From an optimization exercise on the open Yosys and OpenROAD flow, aimed at small area, a short achievable clock period and few clock cycles; shortcuts taken in it are not production practice.
Function was checked by simulation only, so behaviour that the tests miss may differ from the original.
No activity file was given, so power comes from the tool's default toggle rates.

[flow/run.sh]
#!/bin/bash
# synth_recipe.tcl (not shown) runs the flow's synth.tcl, then flattens the netlist and writes it again
# the make line also repeats each setting of config.mk as NAME=value (left out here)
make -C /OpenROAD-flow-scripts/flow DESIGN_CONFIG=/design/flow/config.mk WORK_HOME=/design/flow/orfs CLKGATE_MAP_FILE= SYNTH_SCRIPT=/design/flow/synth_recipe.tcl finish
[flow/config.mk]
export PLATFORM = sky130hd
export DESIGN_NAME = two_class_job_queue_top
export DESIGN_NICKNAME = two_class_job_queue_top
export VERILOG_FILES = /design/flow/design.v
export SDC_FILE = /design/flow/constraint.sdc
export NUM_CORES = 4
export LEC_CHECK = 0
export CAP_MARGIN = 20
export CORE_MARGIN = 2
export CORE_UTILIZATION = 30
export PLACE_DENSITY = 0.4
export SETUP_SLACK_MARGIN = 4.8
export SLEW_MARGIN = 20
export TNS_END_PERCENT = 0
[flow/constraint.sdc]
create_clock -name core_clock -period 8.0 [get_ports {clk}]
set_input_delay 1.6000 -clock core_clock [delete_from_list [all_inputs] [get_ports {clk}]]
set_output_delay 1.6000 -clock core_clock [all_outputs]
set_load 0.01 [all_outputs]
[flow/design.v]
`timescale 1ns / 1ps
`default_nettype none
package tcjq_pkg;
	localparam int QUEUE_DEPTH = 32;
	localparam int AW = $clog2(QUEUE_DEPTH);
	localparam int CW = $clog2(QUEUE_DEPTH + 1);
	localparam logic [2:0] CMD_ENQ    = 3'd0;
	localparam logic [2:0] CMD_DEQ    = 3'd1;
	localparam logic [2:0] CMD_PEEK   = 3'd2;
	localparam logic [2:0] CMD_SEARCH = 3'd3;
	localparam logic [2:0] CMD_CANCEL = 3'd4;
	localparam logic [2:0] ST_OK        = 3'd0;
	localparam logic [2:0] ST_BAD_ID    = 3'd1;
	localparam logic [2:0] ST_DUP       = 3'd2;
	localparam logic [2:0] ST_BAD_PAGES = 3'd3;
	localparam logic [2:0] ST_FULL      = 3'd4;
	localparam logic [2:0] ST_NONE      = 3'd5;
	typedef struct packed {
		logic [15:0] id;
		logic [15:0] pages;
	} entry_t;
	typedef struct packed {
		logic        we;
		logic [AW-1:0] waddr;
		entry_t      wdata;
		logic [AW-1:0] raddr;
	} mem_req_t;
endpackage
`default_nettype wire
`timescale 1ns / 1ps
`default_nettype none
module tcjq_store (
	input  wire                                  clk,
	input  wire                                  arst_n,
	input  wire  [15:0]                          key,    
	input  wire                                  ins,    
	input  wire                                  ins_ok,  
	input  wire  [31:0]                          wdata,
	input  wire  [tcjq_pkg::QUEUE_DEPTH-1:0]     clr,    
	input  wire  [tcjq_pkg::QUEUE_DEPTH-1:0]     sel,    
	output logic [tcjq_pkg::QUEUE_DEPTH-1:0]     valid,
	output logic [tcjq_pkg::QUEUE_DEPTH-1:0]     hit,    
	output logic [tcjq_pkg::QUEUE_DEPTH-1:0]     head,   
	output logic [31:0]                          rdata   
);
	localparam int D = tcjq_pkg::QUEUE_DEPTH;
	logic [31:0] mem_q [0:D-1];
	logic [D-1:0] below;    
	logic [D-1:0] shift;    
	logic [D-1:0] above;    
	always_comb begin
		below[0] = 1'b1;
		for (int j = 1; j < D; j++) below[j] = below[j-1] & valid[j-1];
		for (int j = 0; j < D; j++) shift[j] = ins & below[j];
		above[D-1] = 1'b0;
		for (int j = D - 2; j >= 0; j--) above[j] = above[j+1] | valid[j+1];
		for (int j = 0; j < D; j++) begin
			hit[j] = valid[j] && mem_q[j][31:16] == key;
			head[j] = valid[j] & ~above[j];
		end
		rdata = '0;
		for (int j = 0; j < D; j++) rdata = rdata | (mem_q[j] & {32{sel[j]}});
	end
	always_ff @(posedge clk) begin
		if (shift[0]) mem_q[0] <= wdata;
		for (int j = 1; j < D; j++)
			if (shift[j]) mem_q[j] <= mem_q[j-1];
	end
	always_ff @(posedge clk or negedge arst_n) begin
		if (!arst_n) valid <= '0;
		else begin
			valid[0] <= shift[0] ? ins_ok : valid[0] & ~clr[0];
			for (int j = 1; j < D; j++) valid[j] <= (valid[j] | shift[j]) & ~clr[j];
		end
	end
endmodule
`default_nettype wire
`timescale 1ns / 1ps
`default_nettype none
module two_class_job_queue_top (
	input  wire         clk,
	input  wire         arst_n,
	input  wire         s_tvalid,
	output logic        s_tready,
	input  wire  [39:0] s_tdata,
	output logic        m_tvalid,
	input  wire         m_tready,
	output logic [71:0] m_tdata
);
	localparam int D  = tcjq_pkg::QUEUE_DEPTH;
	localparam int CW = tcjq_pkg::CW;
	logic        c_v;
	logic [35:0] c_q;
	logic [2:0]  cmd_q;
	logic [15:0] id_q, pages_q;
	logic        cls_q;
	assign {cls_q, pages_q, id_q, cmd_q} = c_q;
	logic          p_v;
	logic [D-1:0]  psel_q, nsel_q;      
	logic          e_enq_q, e_deq_q, e_head_q, e_find_q, e_cancel_q, e_cls_q;
	logic          e_badid_q, e_badpg_q, e_full_q;    
	logic          e_pf_q, e_nf_q, e_pany_q, e_nany_q;
	logic          o_v1;                
	logic [67:0]   r0_q, r1_q;
	logic [CW-1:0] pc_q, nc_q;
	logic [15:0]   done_q;
	logic room, go, push, pop, take;
	assign room = ~(m_tvalid & o_v1);   
	assign go   = c_v & (~p_v | room);
	assign push = p_v & room;
	assign pop  = m_tvalid & m_tready;
	assign take = s_tvalid & s_tready;
	logic c_v_n, p_v_n, o_v0_n, o_v1_n;
	always_comb begin
		c_v_n = take | (c_v & ~go);
		p_v_n = go | (p_v & ~push);
		o_v0_n = m_tvalid;
		o_v1_n = o_v1;
		if (pop) begin
			o_v0_n = o_v1 | push;
			o_v1_n = 1'b0;
		end else if (push) begin
			o_v0_n = 1'b1;
			o_v1_n = m_tvalid;
		end
	end
	logic [D-1:0] p_valid, n_valid, p_hit, n_hit, p_head, n_head, p_clr, n_clr;
	logic [31:0]  p_rd, n_rd;
	logic         p_ins, n_ins, ins_ok;
	tcjq_store u_pstore (.clk(clk), .arst_n(arst_n), .key(id_q), .ins(p_ins), .ins_ok(ins_ok),
		.wdata({id_q, pages_q}), .clr(p_clr), .sel(psel_q),
		.valid(p_valid), .hit(p_hit), .head(p_head), .rdata(p_rd));
	tcjq_store u_nstore (.clk(clk), .arst_n(arst_n), .key(id_q), .ins(n_ins), .ins_ok(ins_ok),
		.wdata({id_q, pages_q}), .clr(n_clr), .sel(nsel_q),
		.valid(n_valid), .hit(n_hit), .head(n_head), .rdata(n_rd));
	logic is_enq, is_deq, is_peek, is_find, is_cancel, is_head;
	logic p_any, n_any, p_full, n_full, p_found, n_found, id0, pg0;
	always_comb begin
		is_enq    = cmd_q == tcjq_pkg::CMD_ENQ;
		is_deq    = cmd_q == tcjq_pkg::CMD_DEQ;
		is_peek   = cmd_q == tcjq_pkg::CMD_PEEK;
		is_cancel = cmd_q == tcjq_pkg::CMD_CANCEL;
		is_find   = cmd_q == tcjq_pkg::CMD_SEARCH || is_cancel;
		is_head   = is_deq | is_peek;
		p_any   = |p_valid;
		n_any   = |n_valid;
		p_full  = &p_valid;
		n_full  = &n_valid;
		p_found = |p_hit;
		n_found = |n_hit;
		id0     = id_q == '0;
		pg0     = pages_q == '0;
		p_ins  = go & is_enq & cls_q & ~p_full;
		n_ins  = go & is_enq & ~cls_q & ~n_full;
		ins_ok = ~id0 & ~pg0 & ~p_found & ~n_found;
		p_clr = '0;
		n_clr = '0;
		if (go & is_cancel) begin
			p_clr = p_hit;
			n_clr = n_hit;
		end
		if (go & is_deq) begin
			p_clr = p_head;
			n_clr = p_any ? '0 : n_head;
		end
	end
	logic [2:0]    st;
	logic          rep, rcls, p_up, p_dn, n_up, n_dn, found;
	logic [CW-1:0] pc_n, nc_n;
	logic [15:0]   done_n;
	logic [67:0]   res;
	always_comb begin
		found = e_pf_q | e_nf_q;
		rep  = e_find_q ? found : (e_head_q & (e_pany_q | e_nany_q));
		rcls = e_find_q ? e_pf_q : (e_head_q & e_pany_q);
		st = tcjq_pkg::ST_OK;
		if (e_enq_q) begin
			if (e_badid_q) st = tcjq_pkg::ST_BAD_ID;
			else if (found) st = tcjq_pkg::ST_DUP;
			else if (e_badpg_q) st = tcjq_pkg::ST_BAD_PAGES;
			else if (e_full_q) st = tcjq_pkg::ST_FULL;
		end else if ((e_head_q | e_find_q) & ~rep) st = tcjq_pkg::ST_NONE;
		p_up = e_enq_q & e_cls_q & ~e_badid_q & ~found & ~e_badpg_q & ~e_full_q;
		n_up = e_enq_q & ~e_cls_q & ~e_badid_q & ~found & ~e_badpg_q & ~e_full_q;
		p_dn = (e_cancel_q & e_pf_q) | (e_deq_q & e_pany_q);
		n_dn = (e_cancel_q & e_nf_q) | (e_deq_q & ~e_pany_q & e_nany_q);
		pc_n = pc_q;
		nc_n = nc_q;
		if (p_up) pc_n = pc_q + 1'b1;
		if (p_dn) pc_n = pc_q - 1'b1;
		if (n_up) nc_n = nc_q + 1'b1;
		if (n_dn) nc_n = nc_q - 1'b1;
		done_n = (e_deq_q && (e_pany_q || e_nany_q) && done_q != 16'hFFFF) ?
			done_q + 1'b1 : done_q;
		res = {done_n, 8'(nc_n), 8'(pc_n), rcls, p_rd[15:0] | n_rd[15:0],
			p_rd[31:16] | n_rd[31:16], st};
	end
	always_ff @(posedge clk or negedge arst_n) begin
		if (!arst_n) begin
			c_v <= 1'b0;
			s_tready <= 1'b0;
			p_v <= 1'b0;
			pc_q <= '0;
			nc_q <= '0;
			done_q <= '0;
			m_tvalid <= 1'b0;
			o_v1 <= 1'b0;
		end else begin
			c_v <= c_v_n;
			p_v <= p_v_n;
			m_tvalid <= o_v0_n;
			o_v1 <= o_v1_n;
			s_tready <= ~c_v_n | ~p_v_n | ~(o_v0_n & o_v1_n);
			if (push) begin
				pc_q <= pc_n;
				nc_q <= nc_n;
				done_q <= done_n;
			end
		end
	end
	always_ff @(posedge clk) begin
		if (take) c_q <= s_tdata[35:0];
		if (go) begin
			psel_q <= is_find ? p_hit : (is_head ? p_head : '0);
			nsel_q <= is_find ? n_hit : (is_head & ~p_any ? n_head : '0);
			e_enq_q <= is_enq;
			e_deq_q <= is_deq;
			e_head_q <= is_head;
			e_find_q <= is_find;
			e_cancel_q <= is_cancel;
			e_cls_q <= cls_q;
			e_badid_q <= id0;
			e_badpg_q <= pg0;
			e_full_q <= cls_q ? p_full : n_full;
			e_pf_q <= p_found;
			e_nf_q <= n_found;
			e_pany_q <= p_any;
			e_nany_q <= n_any;
		end
		if (pop | ~m_tvalid) r0_q <= o_v1 ? r1_q : res;
		if (push & m_tvalid & ~pop) r1_q <= res;
	end
	assign m_tdata = {4'd0, r0_q};
endmodule
`default_nettype wire
==> summary.txt, run 1 <==
Status = no timing/DRC/antenna violations
Core footprint = 328000 sq um
Post-synth EDFFs = 2289
Worst EP arrival = 4.71 ns
Placed cells = 10500
Final Cell Area = 121000 sq um
CTS tree = done
Initial Util = 30.2%
Fin Hold WS = 0.445 ns
Slew Viols, Final = 0
Worst Clk Skew = 0.0523 ns
Met2 usage = 52.7%
Hold Crit Class = reg2reg
Largest stage delay on the critical path = 0.88 ns
Post-synthesis register bit count = 2386
Cell area after synthesis = 99000 sq um
RD Place Congestion = 1.19
Global-route wire length before repair = 845000 um
Total track usage = 40.3%
CP endpoint kind = flop
Register area share after synthesis = 71.8%
Worst-path cell with the longest stage delay = nor4_2
Synth cell types = 66
Post-Syn Area per Cell = 16.1 sq um
Ys Warns = 3
Clk sinks = 2386
IO Count = 118
Die ar. = 335000 sq um
Met3 Use GR = 23.2%
DRC errors left = 0
Cts bufs inserted = 282
Synth Instances = 6160
Finished Layout Cells = 11300
Asr flop ratio synth = 4.07%
Die X-Extent = 579 um
Most common cell after layout, fill and taps aside = edfxtp_1
Fin crit share = 48.4%
Power Dens Cells = 297 nW/um^2
Vias in the first global route = 69300
Max-cap violations = 0
Placed Area = 107000 sq um
Share of cells above drive strength 1 = 18.3%
DR iter-0 viols = 17400
Final min period = 3.87 ns
Std cell rows = 210
Pwr Total = 35900 uW
Peak VDD IR = 0.000149 V
Critical path type = reg2reg
CTS clk-pin slew, worst paths = 0.06 ns
Ys flop type = edfxtp_1
Post-synth top area share = 69.4%
Reg-to-Reg End = u_pstore.valid[0]
Endpoints failing setup = 0
Slew margin rel. = 8.42%
R2r worst-path depth = 11
GR Layer Usage met1 = 47.9%
DP HPWL = 460000 um
FF-to-FF Start = c_q[8]
DR WL/cell = 61.2 um
Delay-heaviest family, CP = simple AND/OR/NAND/NOR gates
Ranking of synthesized cells by area = edfxtp_1, xnor2_1, a22o_1
Tightest Pin Transition = 1.37 ns
FMAX = 0.258 GHz
Unrepaired setup endpoints after global routing = true
Crit-path cells = clkbuf_16 > buf_4 > xnor2_2 > nand4_1 > nor4_2 > and3_1 > nor4_1 > nand4_1 > buf_4 > nor4_4 > a31o_2
Vias after detailed routing = 79800
R2R setup slack = 4.13 ns
Final Hold Viols = 0
Worst skew pair latency = 1.00 ns
Die H = 579 um
Layout area overhead = 22.1%
Layout net count = 6696
Post-route ant nets = 0
Hold Path Stages = 0
GR peak layer = met2
CTS Root Cell = clkbuf_16
DR pass1 iterations = 15
Antenna violations before repair = 110
CTS HTree Levels = 5
Worst Hold Path EP = u_nstore.mem_q[25][13]
Critical Path Fanout Max = 9
Synth area leader = edfxtp_1
Worst path bufs/invs = 3
CP required = 8.84 ns
Most frequent cells in the layout = edfxtp_1, xnor2_1, a22o_1
Leakage = 0.0385 uW
Min-delay src = u_nstore.mem_q[24][13]
Final WL = 694000 um
Count of input and output buffers = 105
GRT overflow = 0
TNS Setup = 0 ns
DR vias/cell = 7.04
Pin count of the biggest net entering global routing = 68
Clk buf depth = 4
Crit path launch type = flop
cell usage after synthesis (53+ instances only):
cell type	instances
o21ai_0	61
dfrtp_1	97
and3_1	53
a22o_1	518
a221oi_1	516
edfxtp_1	2289
xor2_1	330
nor4_1	153
nand3_1	73
a21oi_1	71
nand4_1	312
mux2_2	60
nor2_1	79
clkbuf_1	224
buf_2	111
nor3_1	56
xnor2_1	741
nand2_1	145
registers in the layout (all words and copies together), names as in the netlist, 6 cells and up:
signal	flops
done_q	16
u_nstore.valid	32
u_pstore.valid	32
nc_q	6
psel_q	32
r1_q	64
c_q	36
u_pstore.mem_q	1024
u_nstore.mem_q	1024
pc_q	6
r0_q	64
nsel_q	32
worst max-delay path by stage:
stage,startpoint,endpoint,slack [ns],cells past startpoint
finish,c_q[8],u_pstore.valid[0],4.13,11
global route,c_q[8],u_pstore.valid[0],4.36,12
CTS,r0_q[25],m_tdata[25],4.55,1
detailed placement,u_nstore.valid[1],u_nstore.mem_q[26][15],2.72,8
global placement,u_nstore.valid[1],u_nstore.mem_q[26][15],2.74,8
floorplan,u_pstore.valid[2],u_pstore.mem_q[30][0],3.59,7
area by class of cell:
type	count	area [sq um]
Antenna cell	112	280
Clock buffer	352	7570
Clock inverter	155	1440
Multi-Input combinational cell	3396	29100
Timing Repair Buffer	550	5760
Tap cell	4346	5440
Sequential cell	2386	71200
Fill cell	31000	207000
Inverter	31	156
cells by family after synthesis:
family                     share of synthesized area, %
DFF                                                71.8
buffers and inverters                              1.66
adders and majority gates                        0.0632
other                                           0.00379
xor gates and xnor gates                           9.47
and+or+nand+nor                                    5.71
AOI/OAI and AO/OA                                  10.5
muxes                                             0.743
through the flow:
step                      worst slack, ns  utilization (%)
after floorplan                      3.59                -
after global placement               2.74             32.6
after detailed placement             2.72             32.6
after CTS                            4.55             36.5
after global routing                 4.36             36.8
final                                4.13             36.9
report_power, final:
group | internal (uW) | leakage, uW | switching, uW
Sequential | 14000 | 0.0219 | 317
Clock | 7490 | 0.00439 | 5760
Combinational | 1950 | 0.0123 | 6420
timing repair:
item / in CTS / in global routing
setup buffers: 106 / 31
pin swaps: 63 / 28
hold buffers: 0 / 0
cloned: 15 / 5
resized for setup: 402 / 74
setup endpoints to repair: 2143 / 1588
metal layers:
| layer | up-vias | routed length, um | part of all wire [%] |
|---|---|---|---|
| li1 | 26200 | - | - |
| met1 | 41800 | 249000 | 36 |
| met2 | 9309 | 267000 | 38 |
| met3 | 2415 | 112000 | 16 |
| met4 | 90 | 61000 | 8.8 |
| met5 | - | 4380 | 0.63 |
Testbench counts, summed over its fixed seeds: cycles 16,024.
==> run 2, diff against run 1 <==
--- a/flow/config.mk
+++ b/flow/config.mk
@@ -5,10 +5,12 @@
 export SDC_FILE = /design/flow/constraint.sdc
 export NUM_CORES = 4
 export LEC_CHECK = 0
-export CAP_MARGIN = 20
+export CAP_MARGIN = 30
 export CORE_MARGIN = 2
 export CORE_UTILIZATION = 30
+export CTS_CLUSTER_DIAMETER = 100
+export CTS_CLUSTER_SIZE = 24
 export PLACE_DENSITY = 0.4
 export SETUP_SLACK_MARGIN = 4.8
-export SLEW_MARGIN = 20
+export SLEW_MARGIN = 30
 export TNS_END_PERCENT = 0
==> run 2 against run 1 <==
Still clean. Utilization is 1.4 points lower. Global-route usage is 0.54 points lower. Flip-flop and latch count stayed put. Area after synthesis stayed put. Worst hold slack worse by 0.012 ns. Largest cell class unchanged. Highest routed layer unchanged.
==> summary.txt, run 2 <==
Die ar. = 335000 sq um (unchanged)
Asr flop ratio synth = 4.07% (unchanged)
Count of input and output buffers = 105 (unchanged)
Hold Crit Class = reg2reg (unchanged)
DR pass1 iterations = 10 (was 15)
Top cells by count, synth = edfxtp_1, xnor2_1, a22o_1 (unchanged)
Slew margin rel. = 16.0% (was 8.42%)
Power Dens Cells = 266 nW/um^2 (was 297 nW/um^2)
Layout area overhead = 17.5% (was 22.1%)
Hold buffers post-CTS = 0 (unchanged)
Std cell rows = 210 (unchanged)
IO Count = 118 (unchanged)
Register area share after synthesis = 71.8% (unchanged)
Psw = 11500 uW (was 12500 uW)
Post-synth EDFFs = 2289 (unchanged)
Die X-Extent = 579 um (unchanged)
Largest regs = u_nstore.mem_q (1024), u_pstore.mem_q (1024) (unchanged)
Final Util = 35.5% (was 36.9%)
Ranking of synthesized cells by area = edfxtp_1, xnor2_1, a22o_1 (unchanged)
Fin crit share = 48.2% (was 48.4%)
GRT overflow = 0 (unchanged)
Pin count of the biggest net entering global routing = 68 (unchanged)
CP endpoint kind = flop (unchanged)
RD Place Congestion = 1.19 (unchanged)
Die H = 579 um (unchanged)
CTS Root Cell = clkbuf_16 (unchanged)
Core footprint = 328000 sq um (unchanged)
Critical path type = reg2reg (unchanged)
Post-Syn Area per Cell = 16.1 sq um (unchanged)
Clock Power Share = 26.6% (was 36.9%)
Peak VDD IR = 0.000177 V (was 0.000149 V)
Slew Viols, Final = 0 (unchanged)
Share of cells above drive strength 1 = 16.6% (was 18.3%)
Most frequent cells in the layout = edfxtp_1, xnor2_1, a22o_1 (unchanged)
Worst skew pair latency = 0.94 ns (was 1.00 ns)
Final Hold Viols = 0 (unchanged)
Status = no timing/DRC/antenna violations (unchanged)
DR iter-0 viols = 18400 (was 17400)
Antenna violations before repair = 113 (was 110)
Sw frac = 37.3% (was 34.8%)
DP HPWL = 460000 um (about the same)
Unrepaired setup endpoints after global routing = true (unchanged)
Endpoints failing setup = 0 (unchanged)
CTS HTree Levels = 4 (was 5)
Post-route ant nets = 0 (unchanged)
Pint = 19400 uW (was 23400 uW)
Worst EP arrival = 4.64 ns (was 4.71 ns)
Max-cap violations = 0 (unchanged)
TNS Setup = 0 ns (unchanged)
Cell area after synthesis = 99000 sq um (unchanged)
DR WL/cell = 62.4 um (was 61.2 um)
Initial Util = 30.2% (unchanged)
Vias in the first global route = 67500 (was 69300)
Top-count cell post-synth = edfxtp_1 (unchanged)
Synth Instances = 6160 (unchanged)
Critical Path Fanout Max = 3 (was 9)
Crit path launch type = flop (unchanged)
CTS tree = done (unchanged)
Post-synthesis register bit count = 2386 (unchanged)
Clk buf depth = 4 (unchanged)
Combinational share of power = 27.3% (was 23.3%)
Post-synth top area share = 69.4% (unchanged)
DR vias/cell = 7.13 (was 7.04)
Final min period = 3.85 ns (was 3.87 ns)
Ys Warns = 3 (unchanged)
Synth area leader = edfxtp_1 (unchanged)
Layout net count = 6568 (was 6696)
CTS clk-pin slew, worst paths = 0.10 ns (was 0.06 ns)
CP required = 8.79 ns (was 8.84 ns)
Clk sinks = 2386 (unchanged)
FMAX = 0.260 GHz (was 0.258 GHz)
Vias after detailed routing = 78700 (was 79800)
Global-route wire length before repair = 833000 um (was 845000 um)
Cts bufs inserted = 139 (was 282)
Ys flop type = edfxtp_1 (unchanged)
DRC errors left = 0 (unchanged)
Most common cell after layout, fill and taps aside = edfxtp_1 (unchanged)
Leakage = 0.0362 uW (was 0.0385 uW)
Share of power burned in registers = 46.1% (was 39.8%)
Worst Clk Skew = 0.0812 ns (was 0.0523 ns)
Tightest Pin Transition = 1.26 ns (was 1.37 ns)
Total track usage = 39.8% (was 40.3%)
Synth cell types = 66 (unchanged)
Final WL = 689000 um (was 694000 um)
-- run 2: cell counts after synthesis --
Identical to the previous run, type by type.
-- run 2: final timing paths --
check | start | to | slack, ns | cells past startpoint
worst max register to register | c_q[15] | u_pstore.valid[0] | 4.15 | 10
min in group asynchronous | arst_n | done_q[3] | 0.78 | 1
max in group asynchronous | arst_n | u_nstore.valid[24] | 5.82 | 2
worst max-delay path | c_q[15] | u_pstore.valid[0] | 4.15 | 10
worst min-delay path | u_pstore.mem_q[13][15] | u_pstore.mem_q[14][15] | 0.43 | 0
worst min register to register | u_pstore.mem_q[13][15] | u_pstore.mem_q[14][15] | 0.43 | 0
-- run 2: repair_timing --
item | 4_1_cts | 5_1_grt
setup buffers | 94 | 49
pin swaps | 56 | 45
endpoints found under the setup margin | 2166 | 1531
gates cloned | 12 | 11
gates resized for setup | 312 | 133
-- run 2: logic make-up (layout without fill, tap and decap cells) --
logic type                 after synthesis  in the layout  share of synthesized area, %
buffers and inverters                  392            795                          1.66
AOI/OAI and AO/OA                     1246           1246                          10.5
adders and majority gates                5              5                        0.0632
and+or+nand+nor                        993            999                          5.71
xor gates and xnor gates              1071           1071                          9.47
DFF                                   2386           2386                          71.8
muxes                                   66             66                         0.743
other                                    1            132                       0.00379
-- run 2: area by class of cell --
type	instances	area [sq um]
clock buffer	154	3620
inverter	31	158
tap	4346	5440
clock inverter	44	519
timing repair buffer	566	5950
antenna	124	310
multi-input combinational	3395	29200
fill	31200	212000
sequential	2386	71200
-- run 2: power groups by stage --
stage               Combinational [uW]  Sequential [uW]  Clock, uW
finish                            8430            14300       8230
global placement                  7340            14600          0
global route                      8010            14300       8560
CTS                               7590            14300       8200
floorplan                         2890            14500          0
detailed placement                7320            14600          0
-- run 2: metrics by stage --
step	std cells	setup WS, ns	instance area, sq um	hold WS, ns	total power (uW)
finish	11000	4.15	116000	0.433	30900
CTS	10900	4.50	114000	0.440	30100
global placement	10500	2.74	107000	0.428	21900
detailed placement	10600	2.69	107000	0.432	21900
floorplan	6167	3.59	99300	0.426	17400
global route	11000	4.45	116000	0.457	30900
-- run 2: layer usage --
layer	share of wire (%)	up-vias	GRT usage [%]	routed length, um
met3	16	2305	22.0	111000
li1	-	25700	-	-
met2	39	8840	52.4	266000
met5	0.66	-	9.42	4580
met4	8.7	80	27.9	60200
met1	36	41800	47.9	247000
-- run 2: worst max-delay path, stage by stage, from the launching register on --
cell and delay (ns):
edfxtp_1 0.40, buf_4 0.18, xor2_2 0.25, nor4_4 0.84, nand4_1 0.73, nor4_4 0.57, nor4_2 0.09, nand4_1 0.14
buf_6 0.17, nor4_4 0.07, a31o_2 0.25
==> run 3, diff against run 2 <==
--- a/flow/design.v
+++ b/flow/design.v
@@ -32,7 +32,8 @@
 module tcjq_store (
 	input  wire                                  clk,
 	input  wire                                  arst_n,
-	input  wire  [15:0]                          key,    
+	input  wire  [15:0]                          nkey,   
+	input  wire                                  nload,  
 	input  wire                                  ins,    
 	input  wire                                  ins_ok,  
 	input  wire  [31:0]                          wdata,
@@ -45,9 +46,12 @@
 );
 	localparam int D = tcjq_pkg::QUEUE_DEPTH;
 	logic [31:0] mem_q [0:D-1];
+	logic [D-1:0] match_q;  
 	logic [D-1:0] below;    
 	logic [D-1:0] shift;    
 	logic [D-1:0] above;    
+	logic [D-1:0] eq;       
+	logic         eq_w;     
 	always_comb begin
 		below[0] = 1'b1;
 		for (int j = 1; j < D; j++) below[j] = below[j-1] & valid[j-1];
@@ -55,9 +59,11 @@
 		above[D-1] = 1'b0;
 		for (int j = D - 2; j >= 0; j--) above[j] = above[j+1] | valid[j+1];
 		for (int j = 0; j < D; j++) begin
-			hit[j] = valid[j] && mem_q[j][31:16] == key;
+			eq[j] = mem_q[j][31:16] == nkey;
+			hit[j] = valid[j] & match_q[j];
 			head[j] = valid[j] & ~above[j];
 		end
+		eq_w = wdata[31:16] == nkey;
 		rdata = '0;
 		for (int j = 0; j < D; j++) rdata = rdata | (mem_q[j] & {32{sel[j]}});
 	end
@@ -65,6 +71,10 @@
 		if (shift[0]) mem_q[0] <= wdata;
 		for (int j = 1; j < D; j++)
 			if (shift[j]) mem_q[j] <= mem_q[j-1];
+		if (nload) begin
+			match_q[0] <= shift[0] ? eq_w : eq[0];
+			for (int j = 1; j < D; j++) match_q[j] <= shift[j] ? eq[j-1] : eq[j];
+		end
 	end
 	always_ff @(posedge clk or negedge arst_n) begin
 		if (!arst_n) valid <= '0;
@@ -127,10 +137,10 @@
 	logic [D-1:0] p_valid, n_valid, p_hit, n_hit, p_head, n_head, p_clr, n_clr;
 	logic [31:0]  p_rd, n_rd;
 	logic         p_ins, n_ins, ins_ok;
-	tcjq_store u_pstore (.clk(clk), .arst_n(arst_n), .key(id_q), .ins(p_ins), .ins_ok(ins_ok),
+	tcjq_store u_pstore (.clk(clk), .arst_n(arst_n), .nkey(s_tdata[18:3]), .nload(take), .ins(p_ins), .ins_ok(ins_ok),
 		.wdata({id_q, pages_q}), .clr(p_clr), .sel(psel_q),
 		.valid(p_valid), .hit(p_hit), .head(p_head), .rdata(p_rd));
-	tcjq_store u_nstore (.clk(clk), .arst_n(arst_n), .key(id_q), .ins(n_ins), .ins_ok(ins_ok),
+	tcjq_store u_nstore (.clk(clk), .arst_n(arst_n), .nkey(s_tdata[18:3]), .nload(take), .ins(n_ins), .ins_ok(ins_ok),
 		.wdata({id_q, pages_q}), .clr(n_clr), .sel(nsel_q),
 		.valid(n_valid), .hit(n_hit), .head(n_head), .rdata(n_rd));
 	logic is_enq, is_deq, is_peek, is_find, is_cancel, is_head;
--- a/flow/config.mk
+++ b/flow/config.mk
@@ -5,12 +5,12 @@
 export SDC_FILE = /design/flow/constraint.sdc
 export NUM_CORES = 4
 export LEC_CHECK = 0
-export CAP_MARGIN = 30
+export CAP_MARGIN = 20
 export CORE_MARGIN = 2
 export CORE_UTILIZATION = 30
 export CTS_CLUSTER_DIAMETER = 100
-export CTS_CLUSTER_SIZE = 24
+export CTS_CLUSTER_SIZE = 20
 export PLACE_DENSITY = 0.4
 export SETUP_SLACK_MARGIN = 4.8
-export SLEW_MARGIN = 30
+export SLEW_MARGIN = 20
 export TNS_END_PERCENT = 0
==> run 3 against run 2 <==
Still clean. Clock-buffer cell count rose by 37. Clock skew fell by 0.015 ns. Routed wire length fell by 3.5%. Via count fell by 0.96%. Combinational power fell by 12%. Non-clock buffer count fell by 95. First-iteration DRC count fell by 7.8%. Fmax rose by 6.3%. Worst setup slack improved by 0.23 ns. Power fell by 1.1%. Critical path type is now in2reg. Largest cell class unchanged.
==> summary.txt, run 3 <==
Post-synthesis simple-gate area fraction = 6.13% (was 5.71%)
Die ar. = 347000 sq um (was 335000 sq um)
Slew margin rel. = 14.3% (was 16.0%)
Post-Syn Area per Cell = 15.8 sq um (was 16.1 sq um)
Final Cell Area = 118000 sq um (was 116000 sq um)
Share of cells above drive strength 1 = 13.4% (was 16.6%)
Multi-input gate area = 29500 sq um (was 29200 sq um)
IO Count = 118 (unchanged)
Synth cell types = 70 (was 66)
CTS Root Cell = clkbuf_16 (unchanged)
Final Hold Viols = 0 (unchanged)
Cts bufs inserted = 151 (was 139)
Post-synth top area share = 68.8% (was 69.4%)
Status = no timing/DRC/antenna violations (unchanged)
Area occupied by registers = 73100 sq um (was 71200 sq um)
Worst skew pair latency = 0.91 ns (was 0.94 ns)
CTS tree = done (unchanged)
Vias in the first global route = 69500 (was 67500)
Top cells by count, synth = edfxtp_1, xnor2_1, a22o_1 (unchanged)
Psw = 10800 uW (was 11500 uW)
Largest family of logic cells by synthesized area = compound AO/OA/AOI/OAI gates (unchanged)
Ys flop type = edfxtp_1 (unchanged)
DR vias/cell = 6.86 (was 7.13)
Die X-Extent = 589 um (was 579 um)
Critical path type = in2reg (was reg2reg)
Post-route ant nets = 0 (unchanged)
Die H = 589 um (was 579 um)
Clock Power Share = 27.4% (was 26.6%)
DP HPWL = 453000 um (was 460000 um)
Clk sinks = 2450 (was 2386)
DR pass1 iterations = 9 (was 10)
TNS Setup = 0 ns (unchanged)
Ranking of synthesized cells by area = edfxtp_1, xnor2_1, a22o_1 (unchanged)
Register area share after synthesis = 71.2% (was 71.8%)
Worst Clk Skew = 0.0659 ns (was 0.0812 ns)
Share of power burned in registers = 48.2% (was 46.1%)
Tightest Pin Transition = 1.28 ns (was 1.26 ns)
CP endpoint kind = flop (unchanged)
Leakage = 0.0365 uW (was 0.0362 uW)
Final WL = 665000 um (was 689000 um)
CTS clk-pin slew, worst paths = 0.09 ns (was 0.10 ns)
DR iter-0 viols = 17000 (was 18400)
Fin crit share = 45.3% (was 48.2%)
Peak VDD IR = 0.000136 V (was 0.000177 V)
Slew Viols, Final = 0 (unchanged)
Pin count of the biggest net entering global routing = 67 (was 68)
Asr flop ratio synth = 3.96% (was 4.07%)
Unrepaired setup endpoints after global routing = true (unchanged)
GRT overflow = 0 (unchanged)
Layout area overhead = 14.5% (was 17.5%)
Endpoints failing setup = 0 (unchanged)
Pint = 19800 uW (was 19400 uW)
Sw frac = 35.4% (was 37.3%)
FILL cells = 32600 (was 31200)
Crit path launch type = primary input (was flop)
Power Dens Cells = 260 nW/um^2 (was 266 nW/um^2)
Largest regs = u_nstore.mem_q (1024), u_pstore.mem_q (1024) (unchanged)
Worst EP arrival = 4.31 ns (was 4.64 ns)
Synth area leader = edfxtp_1 (unchanged)
Placed Area = 111000 sq um (was 107000 sq um)
Max-cap violations = 0 (unchanged)
Critical Path Fanout Max = 29 (was 3)
DR WL/cell = 58.5 um (was 62.4 um)
R2R setup slack = 4.44 ns (was 4.15 ns)
Top-count cell post-synth = edfxtp_1 (unchanged)
Most frequent cells in the layout = edfxtp_1, xnor2_1, a22o_1 (unchanged)
Synth Area in Compound Gates = 10.5% (about the same)
Final min period = 3.62 ns (was 3.85 ns)
Most common cell after layout, fill and taps aside = edfxtp_1 (unchanged)
Combinational share of power = 24.4% (was 27.3%)
Mux contribution to synthesized area = 1.23% (was 0.743%)
Global-route wire length before repair = 821000 um (was 833000 um)
Post-synthesis register bit count = 2450 (was 2386)
Hold buffers post-CTS = 0 (unchanged)
RD Place Congestion = 1.08 (was 1.19)
Post-synth EDFFs = 2353 (was 2289)
CP required = 8.69 ns (was 8.79 ns)
Antenna violations before repair = 83 (was 113)
Adder-cell area share of the yosys netlist = 0.0609% (was 0.0632%)
Synth Instances = 6485 (was 6160)
DRC errors left = 0 (unchanged)
Total track usage = 37.2% (was 39.8%)
Final Util = 34.6% (was 35.5%)
Post-synthesis xor/xnor area fraction = 9.29% (was 9.47%)
Clk buf depth = 4 (unchanged)
Core footprint = 340000 sq um (was 328000 sq um)
Vias after detailed routing = 78000 (was 78700)
CTS HTree Levels = 4 (unchanged)
FMAX = 0.276 GHz (was 0.260 GHz)
Ys Warns = 3 (unchanged)
Layout net count = 6778 (was 6568)
Cell area after synthesis = 103000 sq um (was 99000 sq um)
Initial Util = 30.2% (about the same)
Hold Crit Class = reg2reg (unchanged)
Std cell rows = 214 (was 210)
Count of input and output buffers = 105 (unchanged)
-- run 3: changes by cell type after synthesis, moves of 45 or more --
cell | previous run | this run
a21oi_1 | 71 | 19
clkbuf_1 | 224 | 324
xor2_1 | 330 | 472
buf_2 | 111 | 12
nand2_1 | 145 | 190
edfxtp_1 | 2289 | 2353
xnor2_1 | 741 | 617
a22oi_1 | 2 | 64
-- run 3: timing repair --
item / CTS / global route
gates cloned: 7 / 0
setup endpoints to repair: 2105 / 1434
pin swaps: 48 / 26
resized for setup: 305 / 99
buffers inserted: 65 / 22
-- run 3: logic make-up after synthesis --
| group | count (synthesis) |
|---|---|
| flip-flops | 2450 |
| AO/OA/AOI/OAI | 1289 |
| AND/OR/NAND/NOR | 1094 |
| XOR/XNOR | 1089 |
| buffers and inverters | 443 |
| multiplexers | 114 |
| adder cells (fa/ha/maj) | 5 |
| other | 1 |
-- run 3: power by group through the flow --
| stage | sequential (uW) | clock (uW) | combinational (uW) |
|---|---|---|---|
| final | 14700 | 8380 | 7460 |
| after floorplan | 14900 | 0 | 2740 |
| after global routing | 14800 | 8740 | 7190 |
| after detailed placement | 15100 | 0 | 6810 |
| after global placement | 15100 | 0 | 6850 |
| after CTS | 14700 | 8380 | 6940 |
-- run 3: path summary, 6_finish.rpt --
check / startpoint / endpoint / depth (start not counted)
worst max register to register: psel_q[18] / r0_q[13] / 7
min in group asynchronous: arst_n / pc_q[5] / 1
max in group asynchronous: arst_n / o_v1 / 2
worst min register to register: u_nstore.mem_q[11][7] / u_nstore.mem_q[12][7] / 0
worst max-delay path: s_tdata[17] / u_nstore.match_q[10] / 6
worst min-delay path: u_nstore.mem_q[11][7] / u_nstore.mem_q[12][7] / 0
-- run 3: critical path, cell delays in order --
cell	delay, ns
clkbuf_8	0.33
buf_6	0.36
xor2_1	0.34
nor4_1	1.03
nand4_1	0.34
o21ai_0	0.25
-- run 3: metrics by stage --
step | hold slack (ns) | setup slack [ns] | total power, uW | instances
after global routing | 0.452 | 4.59 | 30700 | 11300
final | 0.436 | 4.38 | 30600 | 11400
after global placement | 0.429 | 2.69 | 21900 | 11000
after detailed placement | 0.435 | 2.63 | 21900 | 11000
after floorplan | 0.426 | 3.61 | 17700 | 6492
after CTS | 0.436 | 4.58 | 30100 | 11300
-- run 3: final cells by class --
class	count	share of cell area, %
flip-flops and latches	2450	62.2
multi-input cells	3604	25.1
well taps	4536	4.82
repair buffers	471	3.87
clock buffers	191	3.43
inverters	50	0.412
clock inverters	19	0.152
diodes	45	0.0957
repair inverters	1	0.00745
-- run 3: metal layers --
| metal | track usage (%) | wire length [um] | vias up |
|---|---|---|---|
| li1 | - | - | 26600 |
| met4 | 23.3 | 51700 | 22 |
| met3 | 15.1 | 95600 | 1826 |
| met5 | 0.301 | 447 | - |
| met2 | 51.6 | 268000 | 8023 |
| met1 | 47.8 | 250000 | 41500 |
Testbench counts of run 3, summed over its fixed seeds: cycles 16,024.
==> run 4, diff against run 3 <==
--- a/flow/config.mk
+++ b/flow/config.mk
@@ -5,12 +5,12 @@
 export SDC_FILE = /design/flow/constraint.sdc
 export NUM_CORES = 4
 export LEC_CHECK = 0
-export CAP_MARGIN = 20
+export CAP_MARGIN = 30
 export CORE_MARGIN = 2
 export CORE_UTILIZATION = 30
 export CTS_CLUSTER_DIAMETER = 100
-export CTS_CLUSTER_SIZE = 20
+export CTS_CLUSTER_SIZE = 24
 export PLACE_DENSITY = 0.4
 export SETUP_SLACK_MARGIN = 4.8
-export SLEW_MARGIN = 20
+export SLEW_MARGIN = 30
 export TNS_END_PERCENT = 0
==> run 4 against run 3 <==
Still clean on timing, DRC and antenna. Worst hold slack worse by 0.0061 ns. Area after synthesis did not move. Utilization fell by 0.13 points. Fmax decreased by 4.0%. Register-to-register slack worse by 0.12 ns. Final cell count down 0.38%. Clock power fell by 1%. Largest power group unchanged. First-iteration DRC count grew 1.4%. Sequential power about the same. Combinational power about the same.
==> summary.txt, run 4 <==
CTS Root Cell = clkbuf_16 (unchanged)
Largest regs = u_nstore.mem_q (1024), u_pstore.mem_q (1024) (unchanged)
Die X-Extent = 589 um (unchanged)
Worst Clk Skew = 0.0521 ns (was 0.0659 ns)
Status = no timing/DRC/antenna violations (unchanged)
Largest stage delay on the critical path = 0.78 ns (was 1.03 ns)
Combinational share of power = 24.5% (was 24.4%)
TNS Setup = 0 ns (unchanged)
Hold buffers post-CTS = 0 (unchanged)
CTS tree = done (unchanged)
Leakage = 0.0363 uW (was 0.0365 uW)
Critical path type = in2reg (unchanged)
DR iter-0 viols = 17200 (was 17000)
Core footprint = 340000 sq um (unchanged)
Ys Warns = 3 (unchanged)
Cell area after synthesis = 103000 sq um (unchanged)
Ranking of synthesized cells by area = edfxtp_1, xnor2_1, a22o_1 (unchanged)
Post-route ant nets = 0 (unchanged)
Worst path bufs/invs = 3 (was 2)
Post-Syn Area per Cell = 15.8 sq um (unchanged)
Post-synth EDFFs = 2353 (unchanged)
Asr flop ratio synth = 3.96% (unchanged)
Psw = 10900 uW (was 10800 uW)
Clk buf depth = 4 (unchanged)
Pint = 19600 uW (was 19800 uW)
Top-count cell post-synth = edfxtp_1 (unchanged)
Sw frac = 35.6% (was 35.4%)
Pin count of the biggest net entering global routing = 67 (unchanged)
Slew margin rel. = 15.6% (was 14.3%)
Share of cells above drive strength 1 = 13.2% (was 13.4%)
Clk sinks = 2450 (unchanged)
Fin crit share = 47.2% (was 45.3%)
Register area share after synthesis = 71.2% (unchanged)
Endpoints failing setup = 0 (unchanged)
Power Dens Cells = 260 nW/um^2 (about the same)
Delay-heaviest family, CP = simple AND/OR/NAND/NOR gates (unchanged)
Synth area leader = edfxtp_1 (unchanged)
Max-cap violations = 0 (unchanged)
Clock Power Share = 27.1% (was 27.4%)
Cell mode on critical path = buf_4
IO Count = 118 (unchanged)
Vias in the first global route = 69500 (about the same)
RD Place Congestion = 1.08 (unchanged)
FMAX = 0.265 GHz (was 0.276 GHz)
Final WL = 661000 um (was 665000 um)
Final Hold Viols = 0 (unchanged)
Worst EP arrival = 4.48 ns (was 4.31 ns)
Global-route wire length before repair = 816000 um (was 821000 um)
Total track usage = 37.0% (was 37.2%)
CP required = 8.70 ns (was 8.69 ns)
Layout net count = 6743 (was 6778)
Die ar. = 347000 sq um (unchanged)
Tightest Pin Transition = 1.26 ns (was 1.28 ns)
Crit path launch type = primary input (unchanged)
DR vias/cell = 6.85 (was 6.86)
Top cells by count, synth = edfxtp_1, xnor2_1, a22o_1 (unchanged)
GRT overflow = 0 (unchanged)
Ys flop type = edfxtp_1 (unchanged)
Post-synthesis register bit count = 2450 (unchanged)
Antenna violations before repair = 80 (was 83)
Initial Util = 30.2% (unchanged)
Crit-path cells = buf_4 > buf_6 > xnor2_1 > nand4_1 > nor4_4 > buf_4 > nand2_1 > o21ai_0 (was clkbuf_8 > buf_6 > xor2_1 > nor4_1 > nand4_1 > o21ai_0)
Worst skew pair latency = 0.91 ns (about the same)
Count of input and output buffers = 105 (unchanged)
DP HPWL = 452000 um (was 453000 um)
Unrepaired setup endpoints after global routing = true (unchanged)
Hold Crit Class = reg2reg (unchanged)
Most frequent cells in the layout = edfxtp_1, xnor2_1, a22o_1 (unchanged)
CTS HTree Levels = 4 (unchanged)
Final min period = 3.77 ns (was 3.62 ns)
DRC errors left = 0 (unchanged)
DR WL/cell = 58.4 um (was 58.5 um)
Most common cell after layout, fill and taps aside = edfxtp_1 (unchanged)
DR pass1 iterations = 8 (was 9)
CP endpoint kind = flop (unchanged)
Synth Instances = 6485 (unchanged)
Vias after detailed routing = 77600 (was 78000)
Layout area overhead = 14.1% (was 14.5%)
Die H = 589 um (unchanged)
Critical Path Fanout Max = 27 (was 29)
Share of power burned in registers = 48.4% (was 48.2%)
Worst-path cell with the longest stage delay = xnor2_1 (was nor4_1)
Pwr Total = 30500 uW (was 30600 uW)
Std cell rows = 214 (unchanged)
Slew Viols, Final = 0 (unchanged)
Peak VDD IR = 0.000148 V (was 0.000136 V)
CTS clk-pin slew, worst paths = 0.10 ns (was 0.09 ns)
Cts bufs inserted = 139 (was 151)
Post-synth top area share = 68.8% (unchanged)
Synth cell types = 70 (unchanged)
[run 4: repair_timing]
item                       4_1_cts  5_1_grt
setup endpoints to repair     2100     1596
buffers inserted                46       12
gates cloned                     4        0
pin swaps                       28       19
gates resized for setup        198       63
[run 4: per-stage QoR]
step / util (%) / setup WS, ns / instance area, sq um / hold slack, ns / instances
floorplan: - / 3.61 / 103000 / 0.426 / 6492
global placement: 32.5 / 2.69 / 111000 / 0.429 / 11000
detailed placement: 32.6 / 2.61 / 111000 / 0.434 / 11000
CTS: 34.2 / 4.44 / 116000 / 0.427 / 11300
global route: 34.4 / 4.45 / 117000 / 0.443 / 11300
finish: 34.4 / 4.23 / 117000 / 0.430 / 11300
[run 4: final timing paths]
path | to | cells past startpoint | start | slack (ns)
min in group asynchronous | pc_q[5] | 1 | arst_n | 0.74
min reg2reg | u_pstore.mem_q[12][9] | 0 | u_pstore.mem_q[11][9] | 0.43
max reg2reg | r0_q[11] | 6 | nsel_q[23] | 4.32
max in group asynchronous | u_pstore.valid[8] | 2 | arst_n | 6.07
max | u_nstore.match_q[28] | 8 | s_tdata[15] | 4.23
min | u_pstore.mem_q[12][9] | 0 | u_pstore.mem_q[11][9] | 0.43
[run 4: kinds of logic after synthesis]
| logic type | after synthesis | share of synthesized area [%] |
|---|---|---|
| flops | 2450 | 71.2 |
| compound gates | 1289 | 10.5 |
| simple gates | 1094 | 6.13 |
| xor+xnor | 1089 | 9.29 |
| buf+inv | 443 | 1.67 |
| mux | 114 | 1.23 |
| fa+ha+maj | 5 | 0.0609 |
| other cells | 1 | 0.00365 |
[run 4: metal layers]
metal / global-route usage (%) / share of wire, % / vias to the layer above
li1: - / - / 26500
met4: 22.7 / 7.8 / 36
met2: 51.1 / 40 / 8108
met5: 0.233 / 0.040 / -
met1: 47.2 / 37 / 41100
met3: 16.1 / 15 / 1843
[run 4: final cells by class]
class / instances / area, sq um
Sequential cell: 2450 / 73100
Clock inverter: 40 / 454
Timing Repair Buffer: 451 / 4340
Multi-Input combinational cell: 3602 / 29400
Fill cell: 32400 / 223000
Antenna cell: 34 / 85.1
Tap cell: 4536 / 5680
Clock buffer: 161 / 3690
Inverter: 50 / 427
[run 4: power groups by stage]
stage	logic (uW)	clock network (uW)	registers (uW)
CTS	6930	8270	14700
finish	7480	8280	14800
global route	7200	8640	14800
floorplan	2740	0	14900
global placement	6850	0	15100
detailed placement	6830	0	15100
[run 4: worst reg2reg max path, delay by kind of cell (launching register included)]
family,cells,cell delay [ns]
and+or+nand+nor,2,1.10
buffers and inverters,2,0.93
AOI/OAI and AO/OA,1,0.71
DFF,1,0.39
muxes,1,0.32

[re-timing with driven ports]
In the flow no input, the clock included, has a driving cell. The finished layouts below were timed again as built, in two steps. Step 1 sets driving cells, clkbuf_16 on the clock port and buf_2 on the other inputs (assumed; they add their load-dependent delay and slew). Step 2 moves the port delays by t, midway between the first and last clock arrival at a register: inputs arrive t later, outputs are due t later. That takes back most of the time a late clock gives input paths. Three values: ideal ports, drivers, drivers and shift; two values: the first two.
| run | t (ns) | setup slack, ns | worst setup path at the end | slew at the worst register clock pin (ns) | worst slew at a driven data input, ns |
|---|---|---|---|---|---|
| run 1 | 1.072 | 4.129 / 4.129 / 3.881 | input to register | 0.07 / 0.07 | 0.05 |
| run 2 | 1.014 | 4.148 / 4.148 / 3.893 | input to register | 0.12 / 0.12 | 0.05 |
| run 3 | 0.987 | 4.378 / 4.378 / 3.391 | input to register | 0.11 / 0.11 | 0.20 |
| run 4 | 0.984 | 4.225 / 4.234 / 3.249 | input to register | 0.12 / 0.12 | 0.21 |
After both steps every run listed still meets setup and hold. For run 3, which loses most, drivers alone change the setup slack by 0.000 ns; drivers and shift together by -0.987 ns.
